This design comes from an exercise in tuning for small area on the open sky130 flow, not from production work. Function was checked by simulation only, so behaviour that the tests miss may differ from the original. Power and IR drop assume default switching activity.

`flow/run.sh`:
```
#!/bin/bash
# synth_recipe.tcl (not shown) runs the flow's synth.tcl, then flattens the netlist and writes it again
# the make line also repeats each setting of config.mk as NAME=value (left out here)
make -C /OpenROAD-flow-scripts/flow DESIGN_CONFIG=/design/flow/config.mk WORK_HOME=/design/flow/orfs CLKGATE_MAP_FILE= SYNTH_SCRIPT=/design/flow/synth_recipe.tcl finish
```
`flow/config.mk`:
```
export PLATFORM = sky130hd
export DESIGN_NAME = ohlc_bar_aggregator_top
export DESIGN_NICKNAME = ohlc_bar_aggregator_top
export VERILOG_FILES = /design/flow/design.v
export SDC_FILE = /design/flow/constraint.sdc
export NUM_CORES = 4
export LEC_CHECK = 0
export CAP_MARGIN = 20
export CORE_MARGIN = 2
export CORE_UTILIZATION = 40
export PLACE_DENSITY = 0.6
export SLEW_MARGIN = 20
```
`flow/constraint.sdc`:
```
create_clock -name core_clock -period 10.0 [get_ports {clk_i}]
set_input_delay 2.0000 -clock core_clock [delete_from_list [all_inputs] [get_ports {clk_i}]]
set_output_delay 2.0000 -clock core_clock [all_outputs]
set_load 0.01 [all_outputs]
```
`flow/design.v`:
```
`default_nettype none
package ohlc_pkg;
  localparam int unsigned TIME_W  = 32;
  localparam int unsigned PRICE_W = 40;
  localparam int unsigned BW_W    = 17;
  localparam int unsigned END_W   = TIME_W + 1;
  localparam logic [BW_W-1:0] BIN_WIDTH_RESET = BW_W'(3600);
  localparam int unsigned     MAX_GAP_BARS_DEF = 16;
  localparam int unsigned APB_DATA_W = 32;
  localparam int unsigned APB_ADDR_W = 2;
  localparam logic [APB_ADDR_W-1:0] REG_BIN_WIDTH = APB_ADDR_W'(0);
  localparam int unsigned DIV_STEPS = TIME_W;
  localparam int unsigned DIV_CNT_W = $clog2(DIV_STEPS + 1);
  typedef enum logic [1:0] {
    KIND_FIRST  = 2'd0,
    KIND_NORMAL = 2'd1,
    KIND_GAP    = 2'd2
  } bar_kind_e;
  typedef struct packed {
    logic [TIME_W-1:0]  bar_time;
    logic [PRICE_W-1:0] bar_open;
    logic [PRICE_W-1:0] bar_high;
    logic [PRICE_W-1:0] bar_low;
    logic [PRICE_W-1:0] bar_close;
    bar_kind_e          bar_kind;
    logic               gaps_dropped;
    logic               last_result;
  } bar_t;
  typedef struct packed {
    logic latch;        
    logic first_bar;    
    logic update;       
    logic div_start;    
    logic div_short;    
    logic setup;        
    logic emit_cur;     
    logic emit_gap;     
    logic emit_eob;     
  } ctrl_cmd_t;
  typedef struct packed {
    logic started;
    logic beyond;
    logic small_step;
    logic has_trade;
    logic eob;
    logic shown_zero;
    logic gap_cnt_zero;
    logic gap_cnt_last;
    logic out_free;
    logic div_done;
  } ctrl_stat_t;
endpackage
`default_nettype wire
`default_nettype none
import ohlc_pkg::*;
module ohlc_div (
  input  wire logic              clk_i,
  input  wire logic              rst_ni,
  input  wire logic              start_i,
  input  wire logic              short_i,
  input  wire logic [TIME_W-1:0] dividend_i,
  input  wire logic [BW_W-1:0]   divisor_i,
  output logic                   done_o,
  output logic [TIME_W-1:0]      quo_o,
  output logic [BW_W-1:0]        rem_o
);
  logic [DIV_CNT_W-1:0] cnt_q;
  logic [TIME_W-1:0]    quo_q;
  logic [BW_W-1:0]      rem_q;
  logic [BW_W:0]        shifted;
  logic [BW_W:0]        diff;
  logic                 fits;
  logic [BW_W-1:0]      rem_step;
  always_comb begin
    shifted  = {rem_q, quo_q[TIME_W-1]};
    diff     = shifted - {1'b0, divisor_i};
    fits     = shifted >= {1'b0, divisor_i};
    rem_step = fits ? diff[BW_W-1:0] : shifted[BW_W-1:0];
  end
  always_ff @(posedge clk_i or negedge rst_ni) begin
    if (!rst_ni) begin
      cnt_q <= '0;
    end else if (start_i) begin
      cnt_q <= short_i ? '0 : DIV_CNT_W'(DIV_STEPS);
    end else if (cnt_q != '0) begin
      cnt_q <= cnt_q - DIV_CNT_W'(1);
    end
  end
  always_ff @(posedge clk_i) begin
    if (start_i) begin
      if (short_i) begin
        quo_q <= '0;
        rem_q <= dividend_i[BW_W-1:0];
      end else begin
        quo_q <= dividend_i;
        rem_q <= '0;
      end
    end else if (cnt_q != '0) begin
      quo_q <= {quo_q[TIME_W-2:0], fits};
      rem_q <= rem_step;
    end
  end
  assign done_o = (cnt_q == '0);
  assign quo_o  = quo_q;
  assign rem_o  = rem_q;
endmodule
`default_nettype wire
`default_nettype none
import ohlc_pkg::*;
module ohlc_ctrl (
  input  wire logic       clk_i,
  input  wire logic       rst_ni,
  input  wire logic       in_valid_i,
  output logic            in_ready_o,
  input  ohlc_pkg::ctrl_stat_t stat_i,
  output ohlc_pkg::ctrl_cmd_t cmd_o
);
  typedef enum logic [7:0] {
    ST_IDLE   = 8'b0000_0001,
    ST_DECIDE = 8'b0000_0010,
    ST_DIV    = 8'b0000_0100,
    ST_SETUP  = 8'b0000_1000,
    ST_CUR    = 8'b0001_0000,
    ST_GAP    = 8'b0010_0000,
    ST_UPD    = 8'b0100_0000,
    ST_EOB    = 8'b1000_0000
  } ctrl_state_e;
  ctrl_state_e state_q;
  ctrl_state_e state_d;
  always_comb begin
    state_d    = state_q;
    cmd_o      = '0;
    in_ready_o = 1'b0;
    case (state_q)
      ST_IDLE: begin
        in_ready_o = 1'b1;
        if (in_valid_i) begin
          cmd_o.latch = 1'b1;
          state_d     = ST_DECIDE;
        end
      end
      ST_DECIDE: begin
        if (!stat_i.started) begin
          if (stat_i.out_free) begin
            cmd_o.first_bar = 1'b1;
            state_d         = ST_IDLE;
          end
        end else if (stat_i.beyond) begin
          cmd_o.div_start = 1'b1;
          cmd_o.div_short = stat_i.small_step;
          state_d         = ST_DIV;
        end else begin
          cmd_o.update = 1'b1;
          state_d      = stat_i.eob ? ST_EOB : ST_IDLE;
        end
      end
      ST_DIV: begin
        if (stat_i.div_done) begin
          state_d = ST_SETUP;
        end
      end
      ST_SETUP: begin
        cmd_o.setup = 1'b1;
        if (stat_i.has_trade) begin
          state_d = ST_CUR;
        end else if (!stat_i.shown_zero) begin
          state_d = ST_GAP;
        end else begin
          state_d = ST_UPD;
        end
      end
      ST_CUR: begin
        if (stat_i.out_free) begin
          cmd_o.emit_cur = 1'b1;
          state_d        = stat_i.gap_cnt_zero ? ST_UPD : ST_GAP;
        end
      end
      ST_GAP: begin
        if (stat_i.out_free) begin
          cmd_o.emit_gap = 1'b1;
          if (stat_i.gap_cnt_last) begin
            state_d = ST_UPD;
          end
        end
      end
      ST_UPD: begin
        cmd_o.update = 1'b1;
        state_d      = stat_i.eob ? ST_EOB : ST_IDLE;
      end
      ST_EOB: begin
        if (stat_i.out_free) begin
          cmd_o.emit_eob = 1'b1;
          state_d        = ST_IDLE;
        end
      end
      default: begin
        state_d = ST_IDLE;
      end
    endcase
  end
  always_ff @(posedge clk_i or negedge rst_ni) begin
    if (!rst_ni) begin
      state_q <= ST_IDLE;
    end else begin
      state_q <= state_d;
    end
  end
endmodule
`default_nettype wire
`default_nettype none
import ohlc_pkg::*;
module ohlc_dp #(
  parameter int unsigned MAX_GAP_BARS = MAX_GAP_BARS_DEF
) (
  input  wire logic               clk_i,
  input  wire logic               rst_ni,
  input  ohlc_pkg::ctrl_cmd_t         cmd_i,
  output ohlc_pkg::ctrl_stat_t         stat_o,
  input  wire logic [BW_W-1:0]    bin_width_i,
  input  wire logic [TIME_W-1:0]  trade_time_i,
  input  wire logic [PRICE_W-1:0] trade_price_i,
  input  wire logic               end_of_batch_i,
  input  wire logic               out_ready_i,
  output logic                    out_valid_o,
  output ohlc_pkg::bar_t          bar_o
);
  localparam int unsigned GAP_W = $clog2(MAX_GAP_BARS + 2);
  logic [TIME_W-1:0]  t_q;
  logic [PRICE_W-1:0] p_q;
  logic               eob_q;
  logic               started_q;
  logic               has_trade_q;
  logic               drop_flag_q;
  logic               drop_pend_q;
  logic [END_W-1:0]   bin_end_q;
  logic [PRICE_W-1:0] cur_open_q;
  logic [PRICE_W-1:0] cur_high_q;
  logic [PRICE_W-1:0] cur_low_q;
  logic [PRICE_W-1:0] last_price_q;
  logic [TIME_W-1:0]  last_time_q;
  logic [TIME_W-1:0]  last_bar_key_q;
  logic [TIME_W-1:0]  gap_key_q;
  logic [GAP_W-1:0]   gap_cnt_q;
  logic               out_valid_q;
  ohlc_pkg::bar_t     bar_q;
  ohlc_pkg::bar_t     bar_n;
  logic               load;
  logic [BW_W-1:0]    w_eff;
  logic [END_W-1:0]   t_ext;
  logic [END_W-1:0]   dm1;
  logic               beyond;
  logic               small_step;
  logic [END_W-1:0]   gaps;
  logic               drop;
  logic [GAP_W-1:0]   shown;
  logic [END_W-1:0]   new_end;
  logic [TIME_W-1:0]  gap_key_next;
  logic               div_done;
  logic [TIME_W-1:0]  quo;
  logic [BW_W-1:0]    rem;
  always_comb begin
    w_eff        = (bin_width_i == '0) ? BW_W'(1) : bin_width_i;
    t_ext        = {1'b0, t_q};
    beyond       = t_ext > bin_end_q;
    dm1          = t_ext - bin_end_q - END_W'(1);
    small_step   = dm1 < END_W'(w_eff);
    gaps         = END_W'(quo) + END_W'(!has_trade_q);
    drop         = gaps > END_W'(MAX_GAP_BARS);
    shown        = drop ? GAP_W'(MAX_GAP_BARS) : gaps[GAP_W-1:0];
    new_end      = t_ext + END_W'(w_eff) - END_W'(1) - END_W'(rem);
    gap_key_next = gap_key_q + TIME_W'(w_eff);
  end
  ohlc_div u_div (
    .clk_i      (clk_i),
    .rst_ni     (rst_ni),
    .start_i    (cmd_i.div_start),
    .short_i    (cmd_i.div_short),
    .dividend_i (dm1[TIME_W-1:0]),
    .divisor_i  (w_eff),
    .done_o     (div_done),
    .quo_o      (quo),
    .rem_o      (rem)
  );
  always_comb begin
    bar_n.bar_time     = last_time_q;
    bar_n.bar_open     = cur_open_q;
    bar_n.bar_high     = cur_high_q;
    bar_n.bar_low      = cur_low_q;
    bar_n.bar_close    = last_price_q;
    bar_n.bar_kind     = KIND_NORMAL;
    bar_n.gaps_dropped = drop_flag_q;
    bar_n.last_result  = 1'b1;
    if (cmd_i.first_bar) begin
      bar_n.bar_time  = t_q;
      bar_n.bar_open  = p_q;
      bar_n.bar_high  = p_q;
      bar_n.bar_low   = p_q;
      bar_n.bar_close = p_q;
      bar_n.bar_kind  = KIND_FIRST;
    end else if (cmd_i.emit_cur) begin
      bar_n.last_result = (gap_cnt_q == '0) && !eob_q;
    end else if (cmd_i.emit_gap) begin
      bar_n.bar_time    = gap_key_next;
      bar_n.bar_open    = last_price_q;
      bar_n.bar_high    = last_price_q;
      bar_n.bar_low     = last_price_q;
      bar_n.bar_kind    = KIND_GAP;
      bar_n.last_result = (gap_cnt_q == GAP_W'(1)) && !eob_q;
    end
    load = cmd_i.first_bar | cmd_i.emit_cur | cmd_i.emit_gap | cmd_i.emit_eob;
  end
  always_ff @(posedge clk_i or negedge rst_ni) begin
    if (!rst_ni) begin
      started_q   <= 1'b0;
      has_trade_q <= 1'b0;
      drop_flag_q <= 1'b0;
      drop_pend_q <= 1'b0;
      gap_cnt_q   <= '0;
      out_valid_q <= 1'b0;
    end else begin
      if (cmd_i.first_bar) begin
        started_q   <= !eob_q;
        has_trade_q <= 1'b0;
        drop_flag_q <= 1'b0;
      end else if (cmd_i.setup) begin
        has_trade_q <= 1'b0;
        drop_pend_q <= drop;
        gap_cnt_q   <= shown;
      end else if (cmd_i.update) begin
        has_trade_q <= 1'b1;
        drop_flag_q <= drop_flag_q | drop_pend_q;
        drop_pend_q <= 1'b0;
      end else if (cmd_i.emit_cur) begin
        drop_flag_q <= 1'b0;
      end else if (cmd_i.emit_gap) begin
        drop_flag_q <= 1'b0;
        gap_cnt_q   <= gap_cnt_q - GAP_W'(1);
      end else if (cmd_i.emit_eob) begin
        started_q   <= 1'b0;
        has_trade_q <= 1'b0;
        drop_flag_q <= 1'b0;
      end
      if (load) begin
        out_valid_q <= 1'b1;
      end else if (out_ready_i) begin
        out_valid_q <= 1'b0;
      end
    end
  end
  always_ff @(posedge clk_i) begin
    if (cmd_i.latch) begin
      t_q   <= trade_time_i;
      p_q   <= trade_price_i;
      eob_q <= end_of_batch_i;
    end
    if (cmd_i.first_bar) begin
      bin_end_q      <= t_ext + END_W'(w_eff);
      last_price_q   <= p_q;
      last_time_q    <= t_q;
      last_bar_key_q <= t_q;
    end
    if (cmd_i.setup) begin
      bin_end_q <= new_end;
      gap_key_q <= has_trade_q ? last_time_q : last_bar_key_q;
    end
    if (cmd_i.update) begin
      if (!has_trade_q) begin
        cur_open_q <= last_price_q;
        cur_high_q <= p_q;
        cur_low_q  <= p_q;
      end else begin
        if (p_q > cur_high_q) begin
          cur_high_q <= p_q;
        end
        if (p_q < cur_low_q) begin
          cur_low_q <= p_q;
        end
      end
      last_price_q <= p_q;
      last_time_q  <= t_q;
    end
    if (cmd_i.emit_cur) begin
      last_bar_key_q <= last_time_q;
    end
    if (cmd_i.emit_gap) begin
      gap_key_q <= gap_key_next;
    end
    if (load) begin
      bar_q <= bar_n;
    end
  end
  always_comb begin
    stat_o.started      = started_q;
    stat_o.beyond       = beyond;
    stat_o.small_step   = small_step;
    stat_o.has_trade    = has_trade_q;
    stat_o.eob          = eob_q;
    stat_o.shown_zero   = (shown == '0);
    stat_o.gap_cnt_zero = (gap_cnt_q == '0);
    stat_o.gap_cnt_last = (gap_cnt_q == GAP_W'(1));
    stat_o.out_free     = !out_valid_q || out_ready_i;
    stat_o.div_done     = div_done;
  end
  assign out_valid_o = out_valid_q;
  assign bar_o       = bar_q;
endmodule
`default_nettype wire
`default_nettype none
import ohlc_pkg::*;
module ohlc_bar_aggregator_top #(
  parameter int unsigned MAX_GAP_BARS = MAX_GAP_BARS_DEF
) (
  input  wire logic                  clk_i,
  input  wire logic                  rst_ni,
  input  wire logic                  trade_valid_i,
  output logic                       trade_ready_o,
  input  wire logic [TIME_W-1:0]     trade_time_i,
  input  wire logic [PRICE_W-1:0]    trade_price_i,
  input  wire logic                  trade_end_of_batch_i,
  output logic                       bar_valid_o,
  input  wire logic                  bar_ready_i,
  output logic [TIME_W-1:0]          bar_time_o,
  output logic [PRICE_W-1:0]         bar_open_o,
  output logic [PRICE_W-1:0]         bar_high_o,
  output logic [PRICE_W-1:0]         bar_low_o,
  output logic [PRICE_W-1:0]         bar_close_o,
  output logic [1:0]                 bar_kind_o,
  output logic                       bar_gaps_dropped_o,
  output logic                       bar_last_result_o,
  input  wire logic                  psel,
  input  wire logic                  penable,
  input  wire logic                  pwrite,
  input  wire logic [APB_ADDR_W-1:0] paddr,
  input  wire logic [APB_DATA_W-1:0] pwdata,
  output logic [APB_DATA_W-1:0]      prdata,
  output logic                       pready
);
  logic [BW_W-1:0] bin_width_q;
  ohlc_pkg::ctrl_cmd_t cmd;
  ohlc_pkg::ctrl_stat_t stat;
  ohlc_pkg::bar_t  bar;
  logic            in_ready;
  logic            out_valid;
  always_ff @(posedge clk_i or negedge rst_ni) begin
    if (!rst_ni) begin
      bin_width_q <= BIN_WIDTH_RESET;
    end else if (psel && penable && pwrite && (paddr == REG_BIN_WIDTH)) begin
      bin_width_q <= pwdata[BW_W-1:0];
    end
  end
  assign pready = 1'b1;
  assign prdata = (paddr == REG_BIN_WIDTH) ? APB_DATA_W'(bin_width_q) : '0;
  ohlc_ctrl u_ctrl (
    .clk_i      (clk_i),
    .rst_ni     (rst_ni),
    .in_valid_i (trade_valid_i),
    .in_ready_o (in_ready),
    .stat_i     (stat),
    .cmd_o      (cmd)
  );
  ohlc_dp #(
    .MAX_GAP_BARS (MAX_GAP_BARS)
  ) u_dp (
    .clk_i          (clk_i),
    .rst_ni         (rst_ni),
    .cmd_i          (cmd),
    .stat_o         (stat),
    .bin_width_i    (bin_width_q),
    .trade_time_i   (trade_time_i),
    .trade_price_i  (trade_price_i),
    .end_of_batch_i (trade_end_of_batch_i),
    .out_ready_i    (bar_ready_i),
    .out_valid_o    (out_valid),
    .bar_o          (bar)
  );
  assign trade_ready_o      = in_ready;
  assign bar_valid_o        = out_valid;
  assign bar_time_o         = bar.bar_time;
  assign bar_open_o         = bar.bar_open;
  assign bar_high_o         = bar.bar_high;
  assign bar_low_o          = bar.bar_low;
  assign bar_close_o        = bar.bar_close;
  assign bar_kind_o         = bar.bar_kind;
  assign bar_gaps_dropped_o = bar.gaps_dropped;
  assign bar_last_result_o  = bar.last_result;
endmodule
`default_nettype wire
```
==> flow_metrics.env <==
export IMPL_synth_largest_area_cell="sky130_fd_sc_hd__edfxtp_1"
export IMPL_syn_to_final_growth_pct=19.4
export IMPL_grt_pass1_wl_um=148000
export IMPL_postSynth_asyncResetShare_pct=6.33
export IMPL_setup_viol=0
export IMPL_die_w_um=299
export IMPL_yosys_warnings=4
export IMPL_clk_path_buf_depth=3
export IMPL_synthMostInstantiatedCell="sky130_fd_sc_hd__edfxtp_1"
export IMPL_postRouteWirelength_um=96800
export IMPL_wl_met3_um=5520
export IMPL_clkSlewWorstSetupHoldPaths_ns=0.06
export IMPL_netlist_cell_type_count=100
export IMPL_cts_num_sinks=648
export IMPL_avgViaCountPerCell=5.43
export IMPL_postCtsResizedCells=0
export IMPL_postSynthAreaPerCell_um2=10.8
export IMPL_synth_ff_type="sky130_fd_sc_hd__edfxtp_1"
export IMPL_crit_slowest_cell="sky130_fd_sc_hd__o21ai_0"
export IMPL_die_h_um=299
export IMPL_timing_setup_critical_path_class="reg -> reg"
export IMPL_worst_endpoint_arrival_ns=6.40
export IMPL_ys_top_cells_by_area="sky130_fd_sc_hd__edfxtp_1 49%, sky130_fd_sc_hd__ha_1 7.3%, sky130_fd_sc_hd__nand2_1 4.9%, sky130_fd_sc_hd__a21oi_1 4.6%, sky130_fd_sc_hd__dfrtp_1 2.6%"
export IMPL_run_status="timing/DRC/antenna clean"
export IMPL_hold_ws_ns=0.446
export IMPL_grt_max_degree=141
export IMPL_p_leak_uw=0.0163
export IMPL_grt_pass1_vias=25200
export IMPL_core_area_mm2=0.0865
export IMPL_dieArea_mm2=0.0894
export IMPL_clock_tree_from_tritoncts="done"
export IMPL_drt_first_pass_iters=7
export IMPL_top_layer_used="met5"
export IMPL_post_synth_top_area_fraction_pct=48.9
export IMPL_timing_clock_skew_ns=0.0351
export IMPL_numPortBuffers=313
export IMPL_cts_setup_buffers=0
export IMPL_synth_edff_count=567
export IMPL_gpl_final_weighted_congestion=0.895
export IMPL_relative_slew_slack_pct=39.9
export IMPL_setup_repair_after_global_routing_missed_its_margin="false"
export IMPL_clock_root_buffer="sky130_fd_sc_hd__clkbuf_16"
export IMPL_met2RoutedLength_um=46200
export IMPL_yosysSeqAreaShare_pct=54.2
export IMPL_layout_drive_gt1_share_pct=7.84
export IMPL_final_hold_violation_count=0
export IMPL_synth_common_cells="567 x sky130_fd_sc_hd__edfxtp_1, 453 x sky130_fd_sc_hd__nand2_1, 317 x sky130_fd_sc_hd__a21oi_1, 210 x sky130_fd_sc_hd__inv_1, 202 x sky130_fd_sc_hd__ha_1"
export IMPL_cts_htree_levels=3
export IMPL_detailed_place_area_mm2=0.0390
export IMPL_max_stage_delay_ns=0.64
export IMPL_final_period_minus_worst_setup_slack_ns=6.04
export IMPL_detail_route_antenna_nets=0
export IMPL_synth_seq_cells=648
export IMPL_cts_inserted_buffers=74
export IMPL_core_rowCount=108
export IMPL_drt_drc_violations_left=0
export IMPL_route_vias_total=25600
export IMPL_initial_core_util_pct=40.2
export IMPL_post_cts_hold_buffer_count=0
export IMPL_worstPathCellList="nor4_1 -> nand3_1 -> o21ai_0 -> ha_1 -> fa_1 -> a211oi_1 -> o211ai_1 -> o21ai_0 -> o21a_1 -> o21bai_1 -> a21oi_1 -> xnor2_1 -> ha_1 -> nor2_1 -> nand2_1 -> a21oi_1 -> o211ai_1 -> a41oi_1 -> o211a_1 -> and3_1 -> o2111ai_1 -> nand2b_1 -> xnor2_1"
export IMPL_synthCells=3220
export IMPL_setup_tns_final_ns=0
export IMPL_post_layout_nonfiller_instances=4715
export IMPL_synth_cell_area_mm2=0.0348
export IMPL_clk_latency_ns=0.63
export IMPL_worst_hold_path_type="reg -> reg"
export IMPL_max_cap_violations=0
export IMPL_detail_route_iter0_violations=1750
export IMPL_nets=3818
export IMPL_design_portCount=345
export IMPL_crit_path_start_kind="flip-flop"
export IMPL_wl_met1_um=42200
export IMPL_critPathCaptureType="flip-flop"
export IMPL_global_route_overflow_total=0
export IMPL_grt_usage_pct=21.3
export IMPL_worst_endpoint_required_time_ns=10.36
export IMPL_routed_wire_per_std_cell_um=20.5
export IMPL_vdd_ir_drop_worst_mv=0.128
export IMPL_final_min_period_over_clock_period_pct=60.4
export IMPL_initial_antenna_violation_count=6
export IMPL_detailedPlacementHpwl_um=68600
export IMPL_cellPowerDensity_mw_per_mm2=283
export IMPL_timing_worst_slew_pin_value_ns=0.901
export IMPL_place_detailed_instances=4576
export IMPL_fin_area_mm2=0.0416
export IMPL_timing_final_max_slew_violations=0
export IMPL_max_clock_freq_mhz=166
export IMPL_path_max_fanout=5
[power breakdown]
group	switching (µW)	internal [µW]
Clock	1160	1630
Sequential	523	3890
Combinational	2690	1870
[metrics by stage]
step / setup slack (ns) / util [%] / power, µW
2_1_floorplan: 2.85 / - / 7520
3_3_place_gp: 3.96 / 45.1 / 8920
3_5_place_dp: 4.09 / 45.1 / 8990
4_1_cts: 4.04 / 48.1 / 11800
5_1_grt: 3.58 / 48.1 / 12500
6_report: 3.96 / 48.1 / 11800
[layer usage]
| metal | GRT usage [%] | vias up |
|---|---|---|
| li1 | - | 12300 |
| met1 | 27.8 | 12400 |
| met2 | 35.8 | 744 |
| met3 | 3.54 | 152 |
| met4 | 7.39 | 6 |
| met5 | 0 | - |
[path summary, 6_finish.rpt]
check / from / endpoint / slack, ns / cells past startpoint
worst max register to register: bin_width_q[16] / u_dp.bin_end_q[29] / 3.96 / 23
min in group asynchronous: rst_ni / bin_width_q[15] / 1.49 / 2
worst min register to register: u_dp.last_price_q[35] / u_dp.cur_open_q[35] / 0.45 / 0
worst max-delay path: bin_width_q[16] / u_dp.bin_end_q[29] / 3.96 / 23
max in group asynchronous: rst_ni / u_dp.has_trade_q / 8.00 / 2
worst min-delay path: u_dp.last_price_q[35] / u_dp.cur_open_q[35] / 0.45 / 0
[registers in the layout (all words and copies together), names as in the netlist, 33 cells and up]
name and cells:
u_dp.bin_end_q 33, u_dp.cur_low_q 40, u_dp.last_price_q 40, u_dp.p_q 40, u_dp.bar_q 196, u_dp.cur_high_q 40
u_dp.cur_open_q 40
[cell type report]
type	count	area (µm²)
Inverter	211	795
Timing Repair Buffer	343	3370
Antenna cell	2	5.00
Multi-Input combinational cell	2219	14600
Clock inverter	36	465
Sequential cell	648	18900
Clock buffer	101	2070
Tap cell	1155	1450
Fill cell	7962	44900
[cells by family after synthesis]
kind of cell	after synthesis	share of synthesized area, %
AND/OR/NAND/NOR	944	12.8
flip-flops	648	54.2
other	2	0.0216
XOR/XNOR	128	3.24
AO/OA/AOI/OAI	823	14.7
multiplexers	101	3.18
adder cells (fa/ha/maj)	207	7.55
buffers and inverters	367	4.33
[worst max-delay path: cells and delay by family (launching register included)]
family                     cells  cell delay [ns]
and+or+nand+nor                6             1.15
AOI/OAI and AO/OA             12             2.91
xor gates and xnor gates       2             0.30
DFF                            1             0.58
adders and majority gates      3             0.85
[cell usage in the layout (no fill, tap or decap), drive strengths merged, types with 36 or more instances in the layout]
master / n
inv: 213
o21ai: 160
nand2: 454
clkbuf: 101
xnor2: 85
ha: 202
a21oi: 317
a211oi: 36
nor2b: 36
clkdlybuf4s50: 312
nand3: 63
mux2: 77
a21o: 76
nor3: 49
dfxtp: 40
xor2: 43
dfrtp: 36
edfxtp: 567
nor2: 144
nand4: 46

re-timing with driven ports:
Ports are ideal in the flow. The routed layout listed here was re-timed in OpenROAD.
Step 1 (the two cells are an assumption about what drives the block):
set clk [get_ports {clk_i}]
set_driving_cell -lib_cell sky130_fd_sc_hd__clkbuf_16 $clk
set_driving_cell -lib_cell sky130_fd_sc_hd__buf_2 [delete_from_list [all_inputs] $clk]
Step 2, shift: input delay + t, output delay - t, t = (earliest + latest rising clock arrival at the registers) / 2. This alone moves slack from input paths to output paths.
Three values: ideal ports, drivers, drivers and shift; two values: the first two.
t, ns: 0.676
setup slack, ns: 3.959 / 3.959 / 3.959
worst slew at a driven data input, ns: 0.12
After both steps this run still meets setup and hold. For this run, drivers alone change the setup slack by 0.000 ns; drivers and shift together by 0.000 ns.
